Background: an optimization exercise with open tools, aiming at small area and few clock cycles. Do not read the settings as production practice. RTL that was checked went through simulation tests only; none was proved equivalent to the original. No functional check of the RTL was part of run 2. Power is estimated from default activity; no workload was simulated.

`flow/flow/run.sh`:
```
#!/bin/bash
set -o pipefail
cp standard.sh standard_sh_copy.log 2>/dev/null
export BUFFER_PORTS_ARGS="-buffer_cell sky130_fd_sc_hd__buf_1"
bash standard.sh finish > standard.log 2>&1
```
`flow/standard.sh`:
```
#!/bin/bash
# synth_recipe.tcl (not shown) runs the flow's synth.tcl, then flattens the netlist and writes it again
# the make line also repeats each setting of config.mk as NAME=value (left out here)
make -C /OpenROAD-flow-scripts/flow DESIGN_CONFIG=/design/flow/config.mk WORK_HOME=/design/flow/orfs CLKGATE_MAP_FILE= SYNTH_SCRIPT=/design/flow/synth_recipe.tcl "${@:-finish}"
```
`flow/config.mk`:
```
export PLATFORM = sky130hd
export DESIGN_NAME = tracker_dropout_extrapolator
export DESIGN_NICKNAME = tracker_dropout_extrapolator
export VERILOG_FILES = /design/flow/design.v
export SDC_FILE = /design/flow/constraint.sdc
export NUM_CORES = 4
export LEC_CHECK = 0
export CAP_MARGIN = 5
export CORE_MARGIN = 2
export CORE_UTILIZATION = 65
export CTS_BUF_LIST = sky130_fd_sc_hd__clkbuf_8
export CTS_CLUSTER_DIAMETER = 45
export CTS_CLUSTER_SIZE = 16
export SLEW_MARGIN = 5
```
`flow/constraint.sdc`:
```
create_clock -name core_clock -period 12.0 [get_ports {clk}]
set_input_delay 2.4000 -clock core_clock [delete_from_list [all_inputs] [get_ports {clk}]]
set_output_delay 2.4000 -clock core_clock [all_outputs]
set_load 0.01 [all_outputs]
```
`flow/design.v`:
```
`timescale 1ns / 1ps
package tde_pkg;
  localparam int NUM_TRACKERS = 5;
  localparam int COORD_W      = 32;
  localparam int TRK_W        = 3;
  localparam int CNT_W        = 8;
  localparam int FILL_W       = 2;
  localparam int DIFF_W       = COORD_W + 1;
  localparam int SUM_W        = DIFF_W + CNT_W + 1;
  typedef logic signed [COORD_W-1:0] coord_t;
  localparam coord_t COORD_MAX = {1'b0, {(COORD_W-1){1'b1}}};
  localparam coord_t COORD_MIN = {1'b1, {(COORD_W-1){1'b0}}};
endpackage
`timescale 1ns / 1ps
module tde_ram #(
  parameter int WIDTH = 32
) (
  input  logic             clk,
  input  logic             meas_we,
  input  logic [WIDTH-1:0] meas,
  input  logic             rep_we,
  input  logic [WIDTH-1:0] rep,
  output logic [WIDTH-1:0] newest,
  output logic [WIDTH-1:0] older,
  output logic [WIDTH-1:0] shown
);
  logic [WIDTH-1:0] new_r;
  logic [WIDTH-1:0] old_r;
  logic [WIDTH-1:0] shown_r;
  always_ff @(posedge clk) begin
    if (meas_we) begin
      new_r <= meas;
      old_r <= new_r;
    end
    if (rep_we) begin
      shown_r <= rep;
    end
  end
  assign newest = new_r;
  assign older  = old_r;
  assign shown  = shown_r;
endmodule
`timescale 1ns / 1ps
module tde_update (
  input  logic                      clk,
  input  logic                      rst_n,
  input  logic                      accept,
  input  logic [tde_pkg::TRK_W-1:0] tracker,
  input  logic                      measured_ok,
  input  logic [tde_pkg::CNT_W-1:0] max_dropout,
  output logic [tde_pkg::NUM_TRACKERS-1:0] hit,
  output logic                      extrap,
  output logic [2:0]                mode
);
  localparam int NT = tde_pkg::NUM_TRACKERS;
  logic [tde_pkg::FILL_W-1:0] fill_r [NT];
  logic [tde_pkg::CNT_W-1:0]  lost_r [NT];
  logic [tde_pkg::FILL_W-1:0] fill_sel;
  logic [tde_pkg::CNT_W-1:0]  lost_sel;
  logic [tde_pkg::CNT_W-1:0]  lost_inc;
  logic                       in_range;
  always_comb begin
    fill_sel = '0;
    lost_sel = '0;
    for (int t = 0; t < NT; t++) begin
      hit[t] = tracker == tde_pkg::TRK_W'(t);
      if (hit[t]) begin
        fill_sel = fill_r[t];
        lost_sel = lost_r[t];
      end
    end
  end
  assign in_range = |hit;
  assign extrap   = in_range && !measured_ok && (max_dropout != '0) &&
                    fill_sel[1] && (lost_sel < max_dropout);
  assign lost_inc = lost_sel + tde_pkg::CNT_W'(1);
  assign mode[0]  = in_range && measured_ok;
  assign mode[1]  = extrap;
  assign mode[2]  = in_range && !measured_ok && !extrap && (fill_sel != '0);
  always_ff @(posedge clk) begin
    for (int t = 0; t < NT; t++) begin
      if (!rst_n) begin
        fill_r[t] <= '0;
      end else if (accept && hit[t] && measured_ok) begin
        fill_r[t] <= {fill_r[t][1] | fill_r[t][0], ~(fill_r[t][1] | fill_r[t][0])};
      end
    end
  end
  always_ff @(posedge clk) begin
    for (int t = 0; t < NT; t++) begin
      if (accept && hit[t] && (measured_ok || extrap)) begin
        lost_r[t] <= measured_ok ? '0 : lost_inc;
      end
    end
  end
endmodule
`timescale 1ns / 1ps
module tde_extrap (
  input  logic [tde_pkg::COORD_W-1:0] newest,
  input  logic [tde_pkg::COORD_W-1:0] older,
  input  logic [tde_pkg::COORD_W-1:0] shown,
  output logic [tde_pkg::COORD_W-1:0] pos
);
  localparam int CW = tde_pkg::COORD_W;
  localparam int SW = CW + 2;
  function automatic logic [SW-1:0] bk_add(input logic [SW-1:0] a, input logic [SW-1:0] b);
    logic [SW-1:0] g, p, h;
    g = a & b;
    p = a ^ b;
    h = p;
    for (int l = 0; (1 << l) < SW; l++) begin
      for (int i = (2 << l) - 1; i < SW; i += (2 << l)) begin
        g[i] = g[i] | (p[i] & g[i - (1 << l)]);
        p[i] = p[i] & p[i - (1 << l)];
      end
    end
    for (int l = $clog2(SW) - 2; l >= 0; l--) begin
      for (int i = 3 * (1 << l) - 1; i < SW; i += (2 << l)) begin
        g[i] = g[i] | (p[i] & g[i - (1 << l)]);
        p[i] = p[i] & p[i - (1 << l)];
      end
    end
    bk_add = h ^ {g[SW-2:0], 1'b0};
  endfunction
  logic [SW-1:0] sum;
  logic [CW-1:0] ext;
  logic [SW-1:0] csa_a, csa_b, csa_c, csa_s, csa_k;
  assign csa_a = {{2{shown[CW-1]}}, shown};
  assign csa_b = {{2{newest[CW-1]}}, newest};
  assign csa_c = ~{{2{older[CW-1]}}, older};
  assign csa_s = csa_a ^ csa_b ^ csa_c;
  assign csa_k = (csa_a & csa_b) | (csa_a & csa_c) | (csa_b & csa_c);
  assign sum   = bk_add(csa_s, {csa_k[SW-2:0], 1'b1});
  always_comb begin
    if (sum[SW-1:CW-1] == '0 || sum[SW-1:CW-1] == '1) begin
      ext = sum[CW-1:0];
    end else if (sum[SW-1]) begin
      ext = tde_pkg::COORD_MIN;
    end else begin
      ext = tde_pkg::COORD_MAX;
    end
  end
  assign pos = ext;
endmodule
`timescale 1ns / 1ps
module tracker_dropout_extrapolator (
  input  logic        clk,
  input  logic        rst_n,
  input  logic        in_valid,
  output logic        in_ready,
  input  logic [2:0]  in_tracker_id,
  input  logic        in_measured_ok,
  input  logic [31:0] in_meas_x,
  input  logic [31:0] in_meas_y,
  input  logic [31:0] in_meas_z,
  output logic        out_valid,
  input  logic        out_ready,
  output logic [2:0]  out_tracker,
  output logic        out_valid_pose,
  output logic        out_extrapolated,
  output logic [31:0] out_rep_x,
  output logic [31:0] out_rep_y,
  output logic [31:0] out_rep_z,
  input  logic        cfg_valid,
  output logic        cfg_ready,
  input  logic [7:0]  cfg_max_dropout_frames
);
  localparam int NT = tde_pkg::NUM_TRACKERS;
  localparam int CW = tde_pkg::COORD_W;
  logic [tde_pkg::CNT_W-1:0] max_drop_r;
  logic                      accept;
  logic                      take;
  logic [NT-1:0]             hit;
  logic                      extrap;
  logic [2:0]                mode;
  logic                      out_v_r;
  logic [tde_pkg::TRK_W-1:0] out_trk_r;
  logic [NT-1:0]             out_sel_r;
  logic [2:0]                out_mode_r;
  logic [CW-1:0] new_x [NT];
  logic [CW-1:0] new_y [NT];
  logic [CW-1:0] new_z [NT];
  logic [CW-1:0] old_x [NT];
  logic [CW-1:0] old_y [NT];
  logic [CW-1:0] old_z [NT];
  logic [CW-1:0] shw_x [NT];
  logic [CW-1:0] shw_y [NT];
  logic [CW-1:0] shw_z [NT];
  logic [CW-1:0] sel_new_x, sel_new_y, sel_new_z;
  logic [CW-1:0] sel_old_x, sel_old_y, sel_old_z;
  logic [CW-1:0] sel_shw_x, sel_shw_y, sel_shw_z;
  logic [CW-1:0] pos_x, pos_y, pos_z;
  assign cfg_ready = 1'b1;
  assign in_ready  = !out_v_r || out_ready;
  assign accept    = in_valid && in_ready;
  assign take      = out_v_r && out_ready;
  always_ff @(posedge clk) begin
    if (!rst_n) begin
      max_drop_r <= '0;
    end else if (cfg_valid) begin
      max_drop_r <= cfg_max_dropout_frames;
    end
  end
  tde_update u_update (
    .clk         (clk),
    .rst_n       (rst_n),
    .accept      (accept),
    .tracker     (in_tracker_id),
    .measured_ok (in_measured_ok),
    .max_dropout (max_drop_r),
    .hit         (hit),
    .extrap      (extrap),
    .mode        (mode)
  );
  for (genvar t = 0; t < NT; t++) begin : g_trk
    logic meas_we;
    logic rep_we;
    assign meas_we = accept && hit[t] && in_measured_ok;
    assign rep_we  = take && out_sel_r[t];
    tde_ram #(.WIDTH(CW)) u_hx (.clk(clk), .meas_we(meas_we), .meas(in_meas_x),
                                .rep_we(rep_we), .rep(pos_x),
                                .newest(new_x[t]), .older(old_x[t]), .shown(shw_x[t]));
    tde_ram #(.WIDTH(CW)) u_hy (.clk(clk), .meas_we(meas_we), .meas(in_meas_y),
                                .rep_we(rep_we), .rep(pos_y),
                                .newest(new_y[t]), .older(old_y[t]), .shown(shw_y[t]));
    tde_ram #(.WIDTH(CW)) u_hz (.clk(clk), .meas_we(meas_we), .meas(in_meas_z),
                                .rep_we(rep_we), .rep(pos_z),
                                .newest(new_z[t]), .older(old_z[t]), .shown(shw_z[t]));
  end
  always_ff @(posedge clk) begin
    if (!rst_n) begin
      out_v_r <= 1'b0;
    end else begin
      out_v_r <= accept || (out_v_r && !out_ready);
    end
  end
  always_ff @(posedge clk) begin
    if (accept) begin
      out_trk_r  <= in_tracker_id;
      out_sel_r  <= hit;
      out_mode_r <= mode;
    end
  end
  logic [NT-1:0] use_new, use_old, use_shw;
  assign use_new = out_sel_r & {NT{out_mode_r[0] | out_mode_r[1]}};
  assign use_old = out_sel_r & {NT{out_mode_r[1]}};
  assign use_shw = out_sel_r & {NT{out_mode_r[1] | out_mode_r[2]}};
  always_comb begin
    sel_new_x = '0; sel_new_y = '0; sel_new_z = '0;
    sel_old_x = '0; sel_old_y = '0; sel_old_z = '0;
    sel_shw_x = '0; sel_shw_y = '0; sel_shw_z = '0;
    for (int t = 0; t < NT; t++) begin
      sel_new_x = sel_new_x | ({CW{use_new[t]}} & new_x[t]);
      sel_new_y = sel_new_y | ({CW{use_new[t]}} & new_y[t]);
      sel_new_z = sel_new_z | ({CW{use_new[t]}} & new_z[t]);
      sel_old_x = sel_old_x | ({CW{use_old[t]}} & old_x[t]);
      sel_old_y = sel_old_y | ({CW{use_old[t]}} & old_y[t]);
      sel_old_z = sel_old_z | ({CW{use_old[t]}} & old_z[t]);
      sel_shw_x = sel_shw_x | ({CW{use_shw[t]}} & shw_x[t]);
      sel_shw_y = sel_shw_y | ({CW{use_shw[t]}} & shw_y[t]);
      sel_shw_z = sel_shw_z | ({CW{use_shw[t]}} & shw_z[t]);
    end
  end
  tde_extrap u_ex (.newest(sel_new_x), .older(sel_old_x), .shown(sel_shw_x), .pos(pos_x));
  tde_extrap u_ey (.newest(sel_new_y), .older(sel_old_y), .shown(sel_shw_y), .pos(pos_y));
  tde_extrap u_ez (.newest(sel_new_z), .older(sel_old_z), .shown(sel_shw_z), .pos(pos_z));
  assign out_valid        = out_v_r;
  assign out_tracker      = out_trk_r;
  assign out_valid_pose   = out_mode_r[0] | out_mode_r[1];
  assign out_extrapolated = out_mode_r[1];
  assign out_rep_x        = pos_x;
  assign out_rep_y        = pos_y;
  assign out_rep_z        = pos_z;
endmodule
```
==> impl_metrics.csv, run 1 <==
group,metric,value,unit
global_routing,track_usage,31.5,%
synthesis,synth_top_family_by_area,"compound AO/OA/AOI/OAI gates",
power,power,13.8,mW
routing,wl_per_cell,28.2,um
cts,cts_tree,"yes",
layout,instances_no_fill,5310,
global_routing,grt_pass1_vias,34700,
layout,layout_commonest_cell,"edfxtp_1",
sta,tightest_slew,1.21,ns
synthesis,synth_edf_count,1491,
die,dieArea,0.0960,sq mm
sta,maxSlewViolCount,0,
synthesis,ys_types,57,
cts,cts-hold-fix-buffers,0,
sta,hold_violations,0,
synthesis,synth.yosys.seq_area_share,74.3,%
sta,fin_skew,0.0328,ns
synthesis,syn-cell-area,0.0608,sq mm
global_routing,grt_pass1_wl,219,mm
die,core,0.0930,sq mm
routing,via_count,34500,
synthesis,postSynthCellCount,3701,
global_routing,grt_overflow,0,
run,drv_cap,0,
die,rows,112,
critical_path,path_class,"flop to primary output",
synthesis,synth-seq-cells,1510,
synthesis,synth_fp_nets,4059,
synthesis,synth.avg_cell_area,16.4,sq um
sta,fin_setup_tns,0,ns
layout,seqCellArea,0.0452,sq mm
synthesis,yosys-top-cells-area,"edfxtp_1 (74%), fa_1 (4.8%), a22oi_1 (3.4%)",
layout,nNetsFinal,4290,
hold_path,hp-class,"flop to flop",
synthesis,synth_top_cell_area_share,73.7,%
placed_design,portBuffers,215,
synthesis,synthArstFlopShare,0,%
die,start_util,65.3,%
power,vdd_drop_max,0.172,mV
synthesis,synth_xor_xnor_area_share,0.735,%
critical_path,reg2reg_from,"out_mode_r[1]$_DFFE_PP_",
layout,area_growth,9.29,%
cts,clock-sinks,1510,
die,fp.dieW,310,um
critical_path,regToRegSetupSlack,4.00,ns
placed_design,globalplace.congestion,0.874,
layout,final_cell_mix,"edfxtp_1 (1491), inv_1 (349), nand2_1 (308), a22oi_1 (275), buf_1 (215)",
sta,period_minus_slack,11.11,ns
cts,cts_made_buffers,144,
placed_design,numPlacedInstances,5040,
layout,final_util,71.4,%
cts,path_clk_slew,0.09,ns
synthesis,synth_top_area_cell,"edfxtp_1",
sta,fmax,0.0900,GHz
routing,drt_wl_total,150,mm
synthesis,synth_compound_area_share,10.2,%
routing,drt-pass1-iter-count,11,
synthesis,muxShareOfSynthArea,0.550,%
power,p_per_area,208,mW/mm^2
critical_path,startpoint,"out_mode_r[1]$_DFFE_PP_",
cts,root_buffer,"clkbuf_8",
routing,vias_per_cell,6.50,
power,p_seq_share,49.0,%
sta,min_period_over_period,92.6,%
global_routing,grt_max_degree,148,
power,p_sw_share,32.5,%
sta,slew_headroom,19.0,%
power,switchingPower,4.49,mW
power,p_int,9.34,mW
cts,postCtsSetupBuffers,0,
hold_path,min_from,"g_trk[4].u_hy.new_r[0]$_DFFE_PP_",
synthesis,yosysWarnings,15,
critical_path,end_kind,"primary output",
placed_design,dp_hpwl,86.8,mm
layout,drive_above_1_share,8.53,%
cts,cts.htree.levels,4,
routing,drtIter0Drc,4739,
power,power_frac_comb,26.0,%
cts,ctsLongestPathBuffers,3,
global_routing,antenna_found_initial,29,
synthesis,synth_flop_cell,"edfxtp_1",
outcome,status,"complete, no violations",
routing,drc,0,
layout,n_fill_cell,6045,
layout,multi_input_area,0.0138,sq mm
critical_path,start_kind,"flop",
sta,setup_violations,0,
critical_path,required,9.60,ns
routing,ant_nets,0,
synthesis,yosys.area_share.simple,3.98,%
synthesis,synth_fa_ha_area_share,6.86,%
power,clkPwrFrac,25.0,%
die,top_level_ports,217,
critical_path,crit_arrival,8.71,ns
power,power.leakage,23.0,nW
cts,clk_latency,0.85,ns
critical_path,cp_max_fo,28,
sta,rsz0062_at_grt,"false",
die,die_h,310,um
cts,cts_resized,0,
-- synthesized netlist by cell type (18+ instances only) --
cell,n
edfxtp_1,1491
inv_1,337
nand2_1,308
a22oi_1,275
a221oi_1,177
fa_1,147
clkbuf_1,145
a222oi_1,128
nand3_1,110
ha_1,98
o21ai_0,96
a21oi_1,51
buf_1,37
a21o_1,36
nor2_1,36
xor2_1,33
nor2b_1,32
dfxtp_1,19
xnor2_1,18
-- worst max-delay path, cell delays in order (launching register included) --
cell,delay (ns)
edfxtp_1,0.49
nor2_1,0.27
nor2b_4,0.84
buf_4,0.57
buf_4,0.51
a22oi_1,0.13
nand3_1,0.19
fa_1,0.46
ha_1,0.35
a21o_1,0.20
a21o_1,0.19
a21oi_1,0.35
and3_1,0.21
and3_1,0.24
o21ai_0,0.20
o31a_1,0.33
fa_1,0.56
o21ai_2,0.86
buf_4,0.37
o21ai_0,0.28
buf_1,0.21
-- registers in the layout (all words and copies together) (netlist names), 3 cells and up --
register and flops:
g_trk.u_hz.shown_r 160, g_trk.u_hy.new_r 160, g_trk.u_hx.new_r 160, out_trk_r 3, out_sel_r 5, g_trk.u_hy.old_r 160, g_trk.u_hz.new_r 160, u_update.fill_r 10
max_drop_r 8, g_trk.u_hx.old_r 160, g_trk.u_hy.shown_r 160, g_trk.u_hx.shown_r 160, g_trk.u_hz.old_r 160, u_update.lost_r 40, out_mode_r 3
-- cells by family after synthesis --
kind of cell,after synthesis
AND/OR/NAND/NOR,543
XOR/XNOR,51
multiplexers,23
adder cells (fa/ha/maj),245
buffers and inverters,526
AO/OA/AOI/OAI,802
other,1
flip-flops,1510
-- through the flow --
step                instance area (sq um)  setup slack [ns]  hold slack, ns
CTS                                 66400             0.828           0.421
finish                              66400             0.890           0.436
floorplan                           60800            -0.132           0.425
detailed placement                  63100              1.82           0.433
global route                        66400             0.491           0.440
global placement                    63100              2.18           0.427
-- path summary, 6_finish.rpt --
kind	depth (start not counted)	end
hold / removal	0	g_trk[4].u_hy.old_r[0]$_DFFE_PP_
setup / recovery	20	out_rep_y[6]
setup reg to reg	19	g_trk[0].u_hy.shown_r[8]$_DFFE_PP_
hold reg to reg	0	g_trk[4].u_hy.old_r[0]$_DFFE_PP_
-- metal layers --
layer  vias up  wire length (um)  GRT usage (%)
met1     17600             58500           44.3
met3       282             13700           6.11
met5         -               176              0
met4        28              3970           10.1
li1      14900                 -              -
met2      1712             73200           50.6
-- power groups by stage --
stage,Clock [mW],Combinational (mW),Sequential [mW]
after CTS,3.51,3.59,6.77
after global placement,0,3.43,6.88
after global routing,3.69,3.96,6.79
after floorplan,0,2.10,6.88
after detailed placement,0,3.56,6.89
final,3.46,3.60,6.77
-- final cells by class --
type | instances | share of cell area (%)
Timing Repair Buffer | 274 | 2.07
Sequential cell | 1510 | 68.0
Clock inverter | 105 | 1.74
Antenna cell | 12 | 0.0452
Multi-Input combinational cell | 1665 | 20.7
Clock buffer | 153 | 3.17
Inverter | 337 | 1.90
Tap cell | 1254 | 2.36
Testbench counts, summed over its fixed seeds: cycles 12,016.
==> run 2, diff against run 1 <==
--- a/flow/design.v
+++ b/flow/design.v
@@ -129,6 +129,12 @@
   assign csa_b = {{2{newest[CW-1]}}, newest};
   assign csa_c = ~{{2{older[CW-1]}}, older};
-  assign csa_s = csa_a ^ csa_b ^ csa_c;
-  assign csa_k = (csa_a & csa_b) | (csa_a & csa_c) | (csa_b & csa_c);
+  logic [SW-1:0] nca, ncb, ncc, ns, nk;
+  assign nca = ~csa_a;
+  assign ncb = ~csa_b;
+  assign ncc = ~csa_c;
+  assign ns  = nca ^ ncb ^ ncc;
+  assign nk  = (nca & ncb) | (nca & ncc) | (ncb & ncc);
+  assign csa_s = ~ns;
+  assign csa_k = ~nk;
   assign sum   = bk_add(csa_s, {csa_k[SW-2:0], 1'b1});
   always_comb begin
--- a/flow/config.mk
+++ b/flow/config.mk
@@ -6,9 +6,9 @@
 export NUM_CORES = 4
 export LEC_CHECK = 0
-export CAP_MARGIN = 5
+export CAP_MARGIN = 20
 export CORE_MARGIN = 2
-export CORE_UTILIZATION = 65
+export CORE_UTILIZATION = 75
 export CTS_BUF_LIST = sky130_fd_sc_hd__clkbuf_8
 export CTS_CLUSTER_DIAMETER = 45
 export CTS_CLUSTER_SIZE = 16
-export SLEW_MARGIN = 5
+export SLEW_MARGIN = 20
==> run 2 against run 1 <==
  * Maximum frequency is 1.0% lower
  * Synthesized cell count decreased by 0.59%
  * Die area shrank 13%
  * Clock skew up 0.013 ns
  * Non-clock buffer count rose by 11
  * Via count increased by 3.4%
  * Register-to-register slack lost 0.08 ns
  * Combinational power increased by 5%
  * Largest cell class unchanged
  * Highest routed layer unchanged
==> impl_metrics.csv, run 2 <==
group,metric,value,unit
synthesis,synthArstFlopShare,0,%
sta,fmax,0.0891,GHz
hold_path,worstHoldPathCells,0,
critical_path,required,9.60,ns
critical_path,regToRegSetupSlack,3.92,ns
critical_path,path_class,"flop to primary output",
global_routing,grt_pass1_wl,225,mm
critical_path,path_cells,"nor2_1, nor2b_4, buf_12, a222oi_1, inv_1, a221oi_1, fa_1, inv_1, ha_1, nand4_1, inv_1, a221oi_1, o31ai_1, a21oi_1, o211ai_1, a41oi_1, fa_1, o21ai_2, nand2_1, nand2_1, buf_1",
synthesis,synth-seq-cells,1510,
power,power,14.0,mW
sta,fin_skew,0.0456,ns
synthesis,syn-cell-area,0.0606,sq mm
critical_path,slowest_delay,0.84,ns
global_routing,grt_pass1_vias,36700,
routing,drt-pass1-iter-count,9,
hold_path,whs_endpoint,"g_trk[2].u_hy.old_r[20]$_DFFE_PP_",
die,start_util,75.5,%
layout,drive_above_1_share,8.85,%
critical_path,start_kind,"flop",
sta,min_period_over_period,93.5,%
synthesis,netlist_top_cells_count,"edfxtp_1 (1491), nand2_1 (425), a22oi_1 (359), inv_1 (169), clkbuf_1 (153)",
layout,nNetsFinal,4275,
sta,rsz0062_at_grt,"false",
sta,setup_violations,0,
placed_design,dpl_worst_slack,1.23,ns
power,vdd_drop_max,0.200,mV
routing,via_count,35700,
cts,path_clk_slew,0.09,ns
global_routing,antenna_found_initial,16,
sta,hold_violations,0,
sta,tightest_slew,1.32,ns
die,die_h,288,um
cts,clk_latency,0.84,ns
die,core,0.0803,sq mm
placed_design,globalplace.congestion,0.904,
hold_path,min_from,"g_trk[2].u_hy.new_r[20]$_DFFE_PP_",
placed_design,portBuffers,215,
synthesis,synth.yosys.seq_area_share,74.5,%
layout,postLayoutCellArea,0.0662,sq mm
cts,cts-hold-fix-buffers,0,
outcome,status,"complete, no violations",
global_routing,grt_overflow,0,
synthesis,synth.avg_cell_area,16.5,sq um
critical_path,cpMostUsedCell,"inv_1",
synthesis,yosys-top-cells-area,"edfxtp_1 (74%), fa_1 (4.9%), a22oi_1 (4.4%)",
cts,cts.htree.levels,4,
critical_path,cp_max_fo,30,
placed_design,dp_hpwl,91.0,mm
run,drv_cap,0,
synthesis,synth_top_cell_area_share,73.9,%
critical_path,reg2reg_depth,19,
synthesis,synth_top_area_cell,"edfxtp_1",
synthesis,synthMostInstantiatedCell,"edfxtp_1",
cts,ctsLongestPathBuffers,3,
die,fp.dieW,288,um
routing,drt_wl_total,153,mm
sta,slew_headroom,12.2,%
die,dieArea,0.0831,sq mm
layout,n_fill_cell,3947,
critical_path,crit_arrival,8.83,ns
sta,period_minus_slack,11.23,ns
global_routing,track_usage,37.5,%
cts,postCtsSetupBuffers,0,
synthesis,yosysWarnings,15,
critical_path,reg2reg_from,"out_mode_r[1]$_DFFE_PP_",
cts,root_buffer,"clkbuf_8",
routing,ant_nets,0,
routing,wl_per_cell,30.0,um
synthesis,ys_types,69,
critical_path,end_kind,"primary output",
routing,drtIter0Drc,5173,
critical_path,crit_family,"compound AO/OA/AOI/OAI gates",
cts,cts_tree,"yes",
hold_path,hp-class,"flop to flop",
die,top_level_ports,217,
critical_path,reg2reg_to,"g_trk[1].u_hx.shown_r[22]$_DFFE_PP_",
sta,layout_setup_ws,0.775,ns
layout,layout_commonest_cell,"edfxtp_1",
sta,maxSlewViolCount,0,
placed_design,placed_area,0.0628,sq mm
die,rows,104,
cts,cts_resized,0,
power,power.leakage,22.5,nW
global_routing,grt_max_degree,157,
layout,area_growth,9.14,%
synthesis,synth_flop_cell,"edfxtp_1",
critical_path,cp_num_buf_inv,5,
synthesis,synth_edf_count,1491,
synthesis,postSynthCellCount,3679,
routing,drc,0,
power,p_per_area,212,mW/mm^2
critical_path,slowest_stage,"o21ai_2",
sta,fin_setup_tns,0,ns
synthesis,synth_fp_nets,4037,
cts,cts_made_buffers,143,
cts,clock-sinks,1510,
layout,final_util,82.4,%
routing,vias_per_cell,7.00,
layout,final_cell_mix,"edfxtp_1 (1491), nand2_1 (425), a22oi_1 (359), buf_1 (215), inv_1 (181)",
[run 2: worst max path at each step]
stage	from	cells past startpoint	slack (ns)	endpoint
after floorplan	out_ready	7	-0.16	u_update.fill_r[3][0]$_SDFFE_PN0P_
final	out_mode_r[1]$_DFFE_PP_	21	0.77	out_rep_x[18]
after detailed placement	out_mode_r[1]$_DFFE_PP_	20	1.23	out_rep_x[25]
after CTS	out_mode_r[1]$_DFFE_PP_	20	0.28	out_rep_x[25]
after global placement	out_mode_r[1]$_DFFE_PP_	19	1.87	out_rep_x[13]
after global routing	out_mode_r[1]$_DFFE_PP_	21	0.31	out_rep_x[18]
[run 2: area by class of cell]
type / count / area (sq um) / share of cell area [%]
Inverter: 171 / 642 / 0.970
Timing Repair Buffer: 285 / 1530 / 2.31
Sequential cell: 1510 / 45200 / 68.2
Multi-Input combinational cell: 1806 / 14200 / 21.5
Clock buffer: 146 / 2010 / 3.04
Tap cell: 1060 / 1330 / 2.00
Antenna cell: 18 / 45.0 / 0.0681
Clock inverter: 105 / 1240 / 1.87
[run 2: stage by stage]
stage                     instances  hold WS (ns)
after floorplan                3679         0.425
after global placement         4830         0.428
after detailed placement       4830         0.432
after CTS                      5081         0.435
after global routing           5094         0.444
final                          5101         0.435
[run 2: cell families after synthesis]
| kind of cell | synth area share [%] |
|---|---|
| flip-flops | 74.5 |
| multiplexers | 0.543 |
| adder cells (fa/ha/maj) | 6.88 |
| AND/OR/NAND/NOR | 4.91 |
| XOR/XNOR | 0.708 |
| other | 0.00619 |
| AO/OA/AOI/OAI | 10.1 |
| buffers and inverters | 2.33 |
[run 2: power breakdown]
| part | internal (mW) | total [mW] | switching [mW] |
|---|---|---|---|
| Combinational | 1.02 | 3.78 | 2.76 |
| Sequential | 6.69 | 6.76 | 0.0664 |
| Clock | 1.65 | 3.46 | 1.81 |
| Total | 9.36 | 14.0 | 4.64 |
[run 2: per-layer routing]
layer  part of all wire, %  vias to the layer above  wire length, um  global-route usage (%)
met5                 0.014                        -               22                       0
met4                   4.3                        4             6650                    17.5
met3                    12                      393            18800                    8.79
met2                    49                     2619            74500                    59.5
met1                    35                    17800            53300                    50.3
li1                      -                    14900                -                       -
[run 2: worst reg2reg max path, cell delays in order (launching register included)]
cell and delay (ns):
edfxtp_1 0.50, nor2_1 0.72, nor2b_4 0.35, buf_12 0.30, a222oi_1 0.33, inv_1 0.08, a221oi_1 0.67, fa_1 0.58
inv_1 0.08, ha_1 0.25, nand4_1 0.22, inv_1 0.08, a221oi_1 0.31, o31ai_1 0.12, a21oi_1 0.80, o211ai_1 0.27
a41oi_1 0.33, fa_1 0.49, o21a_2 0.48, o21ai_0 0.79

-- static timing again, ports no longer ideal --
How much do the figures lean on ideal ports? The routed layouts below were timed once more, with nothing changed but the port constraints. Step 1 sets driving cells, clkbuf_16 on the clock port and buf_2 on the other inputs (assumed; they add their load-dependent delay and slew). Step 2 adds t to the input delays and takes it off the output delays; t is the mean of the earliest and latest rising clock arrival at the registers after step 1. Input paths then give back, and output paths get back, about the clock's delay inside the block. a / b / c = ideal ports / drivers / drivers and shift; a / b = the first two.
run	t, ns	setup slack, ns	worst setup path after step 2	worst data-port slew with drivers (ns)	pins driven straight from the clock port
run 1	0.903	0.890 / 0.821 / 1.724	register to output	0.17	1
run 2	0.889	0.775 / 0.708 / 1.597	register to output	0.25	1
After both steps setup and hold are still met in every run listed.
